This is an optimization exercise on Yosys and OpenROAD, whose aim is small area, not a production implementation. Only simulation tests tie the RTL to the original design; equivalence was not proved. No activity file was given, so power comes from the tool's default toggle rates.

Design stream_parser, start of the top module:
module stream_parser #(
  parameter int NUM_STREAMS = 32,
  parameter int MAX_BYTES   = 37,
  parameter int QDEPTH      = 2
) (
  input  logic                   clk,
  input  logic                   reset,
  input  logic [31:0]            dataIn,
  input  logic                   dataIn_val,
  output logic                   dataIn_ready,
  input  logic                   dataIN_last,
  output logic [MAX_BYTES*8-1:0] dataOut,
  output logic [8:0]             dataOut_bytes,
  output logic [15:0]            dataOut_stream,
  output logic [31:0]            dataOut_seq,
  output logic                   dataOut_val,
  input  logic                   dataOut_ready,
  output logic                   packetLost,
  output logic                   lenError
);
Size: ~4,600 cells after synthesis, roughly 1,900 flip-flops, ~55,000 um2 of cells after synthesis.
==> flow/config.mk <==
export PLATFORM = sky130hd
export DESIGN_NAME = stream_parser
export DESIGN_NICKNAME = stream_parser
export VERILOG_FILES = /design/flow/design.v
export SDC_FILE = /design/flow/constraint.sdc
export NUM_CORES = 4
export LEC_CHECK = 0
export CAP_MARGIN = 7
export CORE_MARGIN = 2
export CORE_UTILIZATION = 78
export GPL_TIMING_DRIVEN = 0
export SLEW_MARGIN = 7
==> flow/constraint.sdc <==
create_clock -name core_clock -period 6.0 [get_ports {clk}]
set_input_delay 1.2000 -clock core_clock [delete_from_list [all_inputs] [get_ports {clk}]]
set_output_delay 1.2000 -clock core_clock [all_outputs]
set_load 0.01 [all_outputs]
standard.sh (not shown) runs the stock make flow with config.mk's settings and CLKGATE_MAP_FILE= SYNTH_SCRIPT=/design/flow/synth_recipe.tcl, a recipe that flattens the netlist after the stock synthesis.
==> flow/flow/run.sh <==
#!/bin/bash
# The standard layout (standard.sh: the ORFS flow with the standard
# synthesis, unchanged) with a few OpenROAD options changed:
#  - the buffers Yosys/ABC put in are removed at floorplan, as placement
#    repair re-buffers what needs it;
#  - every input and output port still gets its own buffer, a buf_1;
#  - the clock tree uses clkbuf_8 buffers, sink clusters of up to 20 and
#    no dummy loads.
# ORFS's own logs stay under orfs/logs; the make output goes to standard.log.
set -euo pipefail
export REMOVE_ABC_BUFFERS=1
export BUFFER_PORTS_ARGS="-buffer_cell sky130_fd_sc_hd__buf_1"
export CTS_ARGS="-sink_clustering_enable -repair_clock_nets -dont_use_dummy_load -buf_list {sky130_fd_sc_hd__clkbuf_8} -sink_clustering_size 20 -sink_clustering_max_diameter 50"
bash standard.sh > standard.log 2>&1
The starting point ran to the end with no violations.
==> next run, changes <==
--- a/flow/config.mk
+++ b/flow/config.mk
@@ -8 +8 @@
-export CAP_MARGIN = 7
+export CAP_MARGIN = 10
@@ -10 +10 @@
-export CORE_UTILIZATION = 78
+export CORE_UTILIZATION = 55
@@ -12 +12 @@
-export SLEW_MARGIN = 7
+export SLEW_MARGIN = 10
The changed run finished with timing, DRC and antenna clean.
Fmax goes down by 1.1%.
Utilization is lower by 24 points.
Wire length fell by 0.55%.
Final cell count grows by 6.1%.
==> next run, changes <==
--- a/flow/config.mk
+++ b/flow/config.mk
@@ -8 +8 @@
-export CAP_MARGIN = 10
+export CAP_MARGIN = 3
@@ -10 +10 @@
-export CORE_UTILIZATION = 55
+export CORE_UTILIZATION = 68
@@ -12 +12 @@
-export SLEW_MARGIN = 10
+export SLEW_MARGIN = 3
=>
- The changed run ran to the end with no violations
- worst setup slack improves by 0.052 ns
- synthesized cell count stays the same
- clock power drops slightly
- final area falls slightly
- non-clock buffer count decreases by 8
- power is lower slightly
- worst hold slack hardly moves
- sequential power is about the same
- clock skew went down by 0.011 ns
- global-route usage came out higher by 5.6 points
- routed wire length shrinks by a few percent
==> next run, changes <==
--- a/flow/flow/run.sh
+++ b/flow/flow/run.sh
@@ -7 +7 @@
-#  - the clock tree uses clkbuf_8 buffers, sink clusters of up to 20 and
+#  - the clock tree uses clkbuf_8 buffers, sink clusters of up to 16 and
--- a/flow/config.mk
+++ b/flow/config.mk
@@ -8 +8 @@
-export CAP_MARGIN = 3
+export CAP_MARGIN = 10
@@ -10 +10 @@
-export CORE_UTILIZATION = 68
+export CORE_UTILIZATION = 55
@@ -12 +12 @@
-export SLEW_MARGIN = 3
+export SLEW_MARGIN = 10
After rerunning: The new run ran to the end with no violations. Via count decreases by 2.6%. Fmax shrinks by 0.93%. Cell area rises by 0.92%. Total power went up by 0.58%. Critical path depth fell by 1. Synthesized cell count stays the same. Cell count rose by 4.0%. Combinational power grows by about 0.8%. Non-clock buffer count increases by 8. Worst hold slack hardly moves. Flip-flop and latch count is unchanged.
==> next run, changes <==
--- a/flow/flow/run.sh
+++ b/flow/flow/run.sh
@@ -7 +7 @@
-#  - the clock tree uses clkbuf_8 buffers, sink clusters of up to 16 and
+#  - the clock tree uses clkbuf_8 buffers, sink clusters of up to 20 and
@@ -13 +13 @@
-export CTS_ARGS="-sink_clustering_enable -repair_clock_nets -dont_use_dummy_load -buf_list {sky130_fd_sc_hd__clkbuf_8} -sink_clustering_size 20 -sink_clustering_max_diameter 50"
+export CTS_ARGS="-sink_clustering_enable -repair_clock_nets -dont_use_dummy_load -buf_list {sky130_fd_sc_hd__clkbuf_16} -sink_clustering_size 40 -sink_clustering_max_diameter 50"
--- a/flow/config.mk
+++ b/flow/config.mk
@@ -10 +10 @@
-export CORE_UTILIZATION = 55
+export CORE_UTILIZATION = 68
After rerunning:
- The new run finished with timing, DRC and antenna clean
- setup slack loses 0.18 ns
- global-route usage rose by 6.4 points
- hold slack gains 0.010 ns
- synthesized cell count does not change
- count of clock-buffer cells in the layout fell by 5
- final cell count fell by 3.8%
==> next run, changes <==
--- a/flow/flow/run.sh
+++ b/flow/flow/run.sh
@@ -13 +13 @@
-export CTS_ARGS="-sink_clustering_enable -repair_clock_nets -dont_use_dummy_load -buf_list {sky130_fd_sc_hd__clkbuf_16} -sink_clustering_size 40 -sink_clustering_max_diameter 50"
+export CTS_ARGS="-sink_clustering_enable -repair_clock_nets -dont_use_dummy_load -buf_list {sky130_fd_sc_hd__clkbuf_8} -sink_clustering_size 20 -sink_clustering_max_diameter 50"
--- a/flow/config.mk
+++ b/flow/config.mk
@@ -10 +10 @@
-export CORE_UTILIZATION = 68
+export CORE_UTILIZATION = 78
Result: The changed run passed the timing, DRC and antenna checks; final cell count went down by about 2.2%; via count went up by 3.0%; final area went down by about 3%; setup slack improves by 0.080 ns; sequential share of layout area went up by 2.0 points; first-iteration DRC count went up by about 47%; power went down by about 9%.

---

## wip/cedar
The RTL this note starts from:
==> flow/design.v <==
module stream_parser #(
  parameter int NUM_STREAMS = 32,
  parameter int MAX_BYTES   = 37,
  parameter int QDEPTH      = 2
) (
  input  logic                   clk,
  input  logic                   reset,
  input  logic [31:0]            dataIn,
  input  logic                   dataIn_val,
  output logic                   dataIn_ready,
  input  logic                   dataIN_last,
  output logic [MAX_BYTES*8-1:0] dataOut,
  output logic [8:0]             dataOut_bytes,
  output logic [15:0]            dataOut_stream,
  output logic [31:0]            dataOut_seq,
  output logic                   dataOut_val,
  input  logic                   dataOut_ready,
  output logic                   packetLost,
  output logic                   lenError
);
  localparam int NW = (MAX_BYTES + 3) / 4;    
  typedef enum logic [2:0] {IDLE, GET_SEQ, GET_DATA, DRAIN, COMMIT} stateType;
  stateType    stateReg;
  logic        lenErrorReg;
  logic [5:0]  bytesReg;         
  logic [3:0]  wordReg;          
  logic [15:0] streamReg;
  logic [31:0] seqReg;
  logic [1:0]  cntReg;
  logic        rdReg;
  logic        slotLost [2];
  logic        phReg;
  logic [7:0]  payA [MAX_BYTES], payB [MAX_BYTES];
  logic [5:0]  bytesA, bytesB;
  logic [15:0] streamA, streamB;
  logic [31:0] seqA, seqB;
  logic [31:0] stageReg;
  logic [3:0]  stageGrp;
  logic        stageV;
  logic        inAsm, wrAtB, headAtA;
  logic        accept, push, pop, full, wr;
  logic [15:0] headerLen;
  logic        badLen, finalWord;
  logic [3:0]  lastWord;
  logic [4:0]  idx;
  logic [31:0] prevSeq;
  logic        lostNow;
  assign headerLen = dataIn[31:16];
  assign badLen    = (headerLen < 16'd9) || (headerLen > 16'(MAX_BYTES + 8));
  assign lastWord  = 4'((bytesReg - 6'd1) >> 2);
  assign finalWord = (wordReg == lastWord);
  assign full         = cntReg[1];
  assign dataIn_ready = (stateReg != COMMIT) && !((stateReg == GET_DATA) && full);
  assign accept       = dataIn_val && dataIn_ready;
  assign push         = (stateReg == COMMIT);
  assign pop          = dataOut_val && dataOut_ready;
  assign wr           = rdReg ^ cntReg[0];    
  always_ff @(posedge clk) begin
    if (reset) begin
      stateReg    <= IDLE;
      lenErrorReg <= 1'b0;
    end else begin
      lenErrorReg <= 1'b0;
      case (stateReg)
        IDLE: if (accept) begin
          if (dataIN_last) lenErrorReg <= 1'b1;
          else if (badLen) begin
            lenErrorReg <= 1'b1;
            stateReg    <= DRAIN;
          end else stateReg <= GET_SEQ;
        end
        GET_SEQ: if (accept) begin
          if (dataIN_last) begin
            lenErrorReg <= 1'b1;
            stateReg    <= IDLE;
          end else stateReg <= GET_DATA;
        end
        GET_DATA: if (accept) begin
          if (finalWord) begin
            if (dataIN_last) stateReg <= COMMIT;
            else begin
              lenErrorReg <= 1'b1;
              stateReg    <= DRAIN;
            end
          end else if (dataIN_last) begin
            lenErrorReg <= 1'b1;
            stateReg    <= IDLE;
          end
        end
        DRAIN: if (accept && dataIN_last) stateReg <= IDLE;
        default: stateReg <= IDLE;
      endcase
    end
  end
  always_ff @(posedge clk) begin
    if (stateReg == IDLE && accept) begin
      bytesReg  <= 6'(headerLen[5:0] - 6'd8);
      streamReg <= dataIn[15:0];
    end
    if (stateReg == GET_SEQ && accept) seqReg <= dataIn;
    if (stateReg == IDLE) wordReg <= '0;
    else if (stateReg == GET_DATA && accept) wordReg <= wordReg + 4'd1;
  end
  assign inAsm   = (stateReg == GET_DATA) && !full;
  assign wrAtB   = (phReg != wr);
  always_ff @(posedge clk) begin
    if (reset) headAtA <= 1'b1;
    else       headAtA <= (~phReg == (rdReg ^ pop));
  end
  logic [31:0] busE, busO;
  always_ff @(posedge clk) begin
    if (reset) begin
      phReg  <= 1'b0;
      stageV <= 1'b0;
    end else begin
      phReg  <= ~phReg;
      stageV <= accept && inAsm && !wrAtB;
    end
    stageReg <= dataIn;
    stageGrp <= wordReg;
  end
  assign busE = (stageV && !stageGrp[0]) ? stageReg : dataIn;
  assign busO = (stageV &&  stageGrp[0]) ? stageReg : dataIn;
  for (genvar b = 0; b < MAX_BYTES; b++) begin : gByte
    logic wen;
    assign wen = (inAsm && wrAtB && (wordReg == 4'(b / 4))) ||
                 (stageV && (stageGrp == 4'(b / 4)));
    always_ff @(posedge clk) begin
      payB[b] <= payA[b];
      if (wen) payA[b] <= ((b / 4) % 2 == 0) ? busE[31-8*(b%4) -: 8]
                                             : busO[31-8*(b%4) -: 8];
      else     payA[b] <= payB[b];
    end
  end
  always_ff @(posedge clk) begin
    bytesB  <= bytesA;
    streamB <= streamA;
    seqB    <= seqA;
    if ((inAsm || push) && wrAtB) begin
      bytesA  <= bytesReg;
      streamA <= streamReg;
      seqA    <= seqReg;
    end else begin
      bytesA  <= bytesB;
      streamA <= streamB;
      seqA    <= seqB;
    end
  end
  for (genvar s = 0; s < 2; s++) begin : gSlot
    always_ff @(posedge clk) begin
      if (push && wr == s) slotLost[s] <= lostNow;
    end
  end
  always_ff @(posedge clk) begin
    if (reset) begin
      cntReg <= '0;
      rdReg  <= 1'b0;
    end else begin
      cntReg <= cntReg + {1'b0, push} - {1'b0, pop};
      if (pop) rdReg <= ~rdReg;
    end
  end
  localparam int NRING = NUM_STREAMS / 4;
  logic [31:0] ring [NRING][4];
  logic [1:0]  rotReg, clrCnt;
  logic        lastValid, clr;
  logic        lastSlot;
  logic [4:0]  lastIdx, ridx;
  logic [31:0] lastSeq, seqM1, wrData;
  logic [31:0] portVal, capReg, src;
  logic        wAligned, aligned, hitLast;
  assign lastSlot = ~wr;
  assign lastIdx  = (phReg == lastSlot) ? streamA[4:0] : streamB[4:0];
  assign lastSeq  = (phReg == lastSlot) ? seqA : seqB;
  assign wAligned = (2'(lastIdx[1:0] + rotReg) == 2'd3);
  assign clr      = reset || (clrCnt != 2'd0);
  assign wrData   = ({32{!clr && (phReg == lastSlot)}} & seqA) |
                    ({32{!clr && (phReg != lastSlot)}} & seqB);
  for (genvar j = 0; j < NRING; j++) begin : gRing
    always_ff @(posedge clk) begin
      for (int q = 1; q < 4; q++) ring[j][q] <= ring[j][q-1];
      if (clr || (lastValid && wAligned && lastIdx[4:2] == 3'(j))) ring[j][0] <= wrData;
      else ring[j][0] <= ring[j][3];
    end
  end
  always_ff @(posedge clk) begin
    if (reset) clrCnt <= 2'd3;
    else if (clrCnt != 2'd0) clrCnt <= clrCnt - 2'd1;
  end
  always_ff @(posedge clk) begin
    if (reset) begin
      rotReg    <= '0;
      lastValid <= 1'b0;
    end else begin
      rotReg <= rotReg + 2'd1;
      if (push) lastValid <= 1'b1;
    end
  end
  assign ridx    = (stateReg == IDLE) ? dataIn[4:0] : streamReg[4:0];
  assign aligned = (2'(ridx[1:0] + rotReg) == 2'd0);
  assign portVal = ring[ridx[4:2]][0];
  always_ff @(posedge clk) begin
    if (aligned) capReg <= portVal;
  end
  assign idx     = streamReg[4:0];
  assign hitLast = lastValid && (lastIdx == idx);
  assign src     = aligned ? portVal : capReg;
  assign prevSeq = hitLast ? lastSeq : src;
  assign seqM1   = seqReg - 32'd1;
  assign lostNow = (prevSeq != seqM1);
  logic [5:0] headBytes;
  assign headBytes = headAtA ? bytesA : bytesB;
  for (genvar b = 0; b < MAX_BYTES; b++) begin : gOut
    logic keepA, keepB;
    assign keepA = (6'(b) < bytesA);
    assign keepB = (6'(b) < bytesB);
    assign dataOut[(MAX_BYTES-1-b)*8 +: 8] =
      ({8{keepA && headAtA}} & payA[b]) | ({8{keepB && !headAtA}} & payB[b]);
  end
  assign dataOut_val    = (cntReg != 2'd0);
  assign dataOut_bytes  = {3'b000, headBytes};
  assign dataOut_stream = headAtA ? streamA : streamB;
  assign dataOut_seq    = headAtA ? seqA : seqB;
  assign packetLost     = slotLost[rdReg];
  assign lenError       = lenErrorReg;
endmodule
Settings: LEC_CHECK=0, CAP_MARGIN=10, CORE_MARGIN=2, CORE_UTILIZATION=68, GPL_TIMING_DRIVEN=0, SLEW_MARGIN=10; clock period 6.0 ns.
==> flow/flow/run.sh <==
#!/bin/bash
# The standard layout (standard.sh: the ORFS flow with the standard
# synthesis, unchanged) with a few OpenROAD options changed:
#  - the buffers Yosys/ABC put in are removed at floorplan, as placement
#    repair re-buffers what needs it;
#  - every input and output port still gets its own buffer, a buf_1;
#  - the clock tree uses clkbuf_8 buffers, sink clusters of up to 20 and
#    no dummy loads.
# ORFS's own logs stay under orfs/logs; the make output goes to standard.log.
set -euo pipefail
export REMOVE_ABC_BUFFERS=1
export BUFFER_PORTS_ARGS="-buffer_cell sky130_fd_sc_hd__buf_1"
export CTS_ARGS="-sink_clustering_enable -repair_clock_nets -dont_use_dummy_load -buf_list {sky130_fd_sc_hd__clkbuf_8} -sink_clustering_size 24 -sink_clustering_max_diameter 40"
bash standard.sh > standard.log 2>&1
Inputs modified between wip/cedar and wip/garnet:
--- a/flow/flow/run.sh
+++ b/flow/flow/run.sh
@@ -13 +13 @@
-export CTS_ARGS="-sink_clustering_enable -repair_clock_nets -dont_use_dummy_load -buf_list {sky130_fd_sc_hd__clkbuf_8} -sink_clustering_size 24 -sink_clustering_max_diameter 40"
+export CTS_ARGS="-sink_clustering_enable -repair_clock_nets -dont_use_dummy_load -buf_list {sky130_fd_sc_hd__clkbuf_8} -sink_clustering_size 20 -sink_clustering_max_diameter 50"
Results
Measured against each other, wip/cedar and wip/garnet differ in met1 demand-to-capacity share in global routing, the lower figure coming from wip/cedar.
Across wip/cedar and wip/garnet, the outcome is the same: a clean finish for every run.
Re synthesized area: no difference whatsoever between wip/garnet and wip/cedar.
Row count of clock-net buffers in the final layout: wip/garnet lower / wip/cedar higher
The share of the clock period used by the worst path after layout in wip/garnet sits 0.47 points below the value recorded for wip/cedar.
Summary — fraction of area in clock buffers and inverters, wip/garnet relative to wip/cedar: lower, by 0.35 points.
On multi-input combinational cell area, wip/cedar tracks wip/garnet almost exactly.
wip/garnet and wip/cedar ended up with roughly the same global-route usage.
From wip/cedar to wip/garnet the numbers moved as follows: sequential share of cell area now larger, pin count of the biggest net entering global routing essentially unchanged.
Relative to wip/garnet, the following input files were edited for wip/lagoon:
- swapping 68 for 55 in CORE_UTILIZATION
--- a/flow/flow/run.sh
+++ b/flow/flow/run.sh
@@ -7 +7 @@
-#  - the clock tree uses clkbuf_8 buffers, sink clusters of up to 20 and
+#  - the clock tree uses clkbuf_8 buffers, sink clusters of up to 16 and
@@ -13 +13 @@
-export CTS_ARGS="-sink_clustering_enable -repair_clock_nets -dont_use_dummy_load -buf_list {sky130_fd_sc_hd__clkbuf_8} -sink_clustering_size 20 -sink_clustering_max_diameter 50"
+export CTS_ARGS="-sink_clustering_enable -repair_clock_nets -dont_use_dummy_load -buf_list {sky130_fd_sc_hd__clkbuf_8} -sink_clustering_size 16 -sink_clustering_max_diameter 50"
==> comparison <==
- When wip/lagoon is measured against wip/garnet, its number of buffers created by CTS turns out 14 higher.
- Against wip/garnet, wip/lagoon reports a relative area change from synthesis to final layout that is higher.
- wip/garnet -> wip/lagoon: total power increased slightly

afterwards: timing with drivers on the ports:
How much do the figures lean on ideal ports? The routed layouts below were timed once more, with nothing changed but the port constraints.
Step 1 assumes that a clkbuf_16 drives the clock port and a buf_2 every other input.
Step 2 times the ports against the registers' clock, not the clock port: input delays grow and output delays shrink by t, the midpoint of the rising clock arrivals with the driver on.
Slacks: ideal ports / drivers / drivers and shift; pairs: ideal ports / drivers.
| run | shift t [ns] | setup slack, ns | latest minus earliest clock arrival (ns) |
|---|---|---|---|
| the first run of note 1 | 0.869 | 0.437 / 0.433 / -0.422 | 0.087 / 0.088 |
| the second run of note 1 | 0.909 | 0.373 / 0.373 / -0.195 | 0.089 / 0.090 |
| the third run of note 1 | 0.871 | 0.425 / 0.362 / -0.304 | 0.100 / 0.100 |
| the fourth run of note 1 | 0.909 | 0.373 / 0.373 / -0.195 | 0.089 / 0.090 |
| the fifth run of note 1 | 0.774 | 0.194 / 0.194 / -0.488 | 0.079 / 0.080 |
| the sixth run of note 1 | 0.815 | 0.274 / 0.274 / -0.361 | 0.089 / 0.089 |
| wip/cedar | 0.875 | 0.359 / 0.359 / -0.344 | 0.123 / 0.122 |
| wip/garnet | 0.856 | 0.387 / 0.387 / -0.323 | 0.097 / 0.096 |
| wip/lagoon | 0.901 | 0.436 / 0.436 / -0.116 | 0.068 / 0.069 |
Met with ideal ports but missed after step 2: setup timing in every run listed. For the first run of note 1, which loses most, drivers alone change the setup slack by -0.004 ns; drivers and shift together by -0.859 ns.
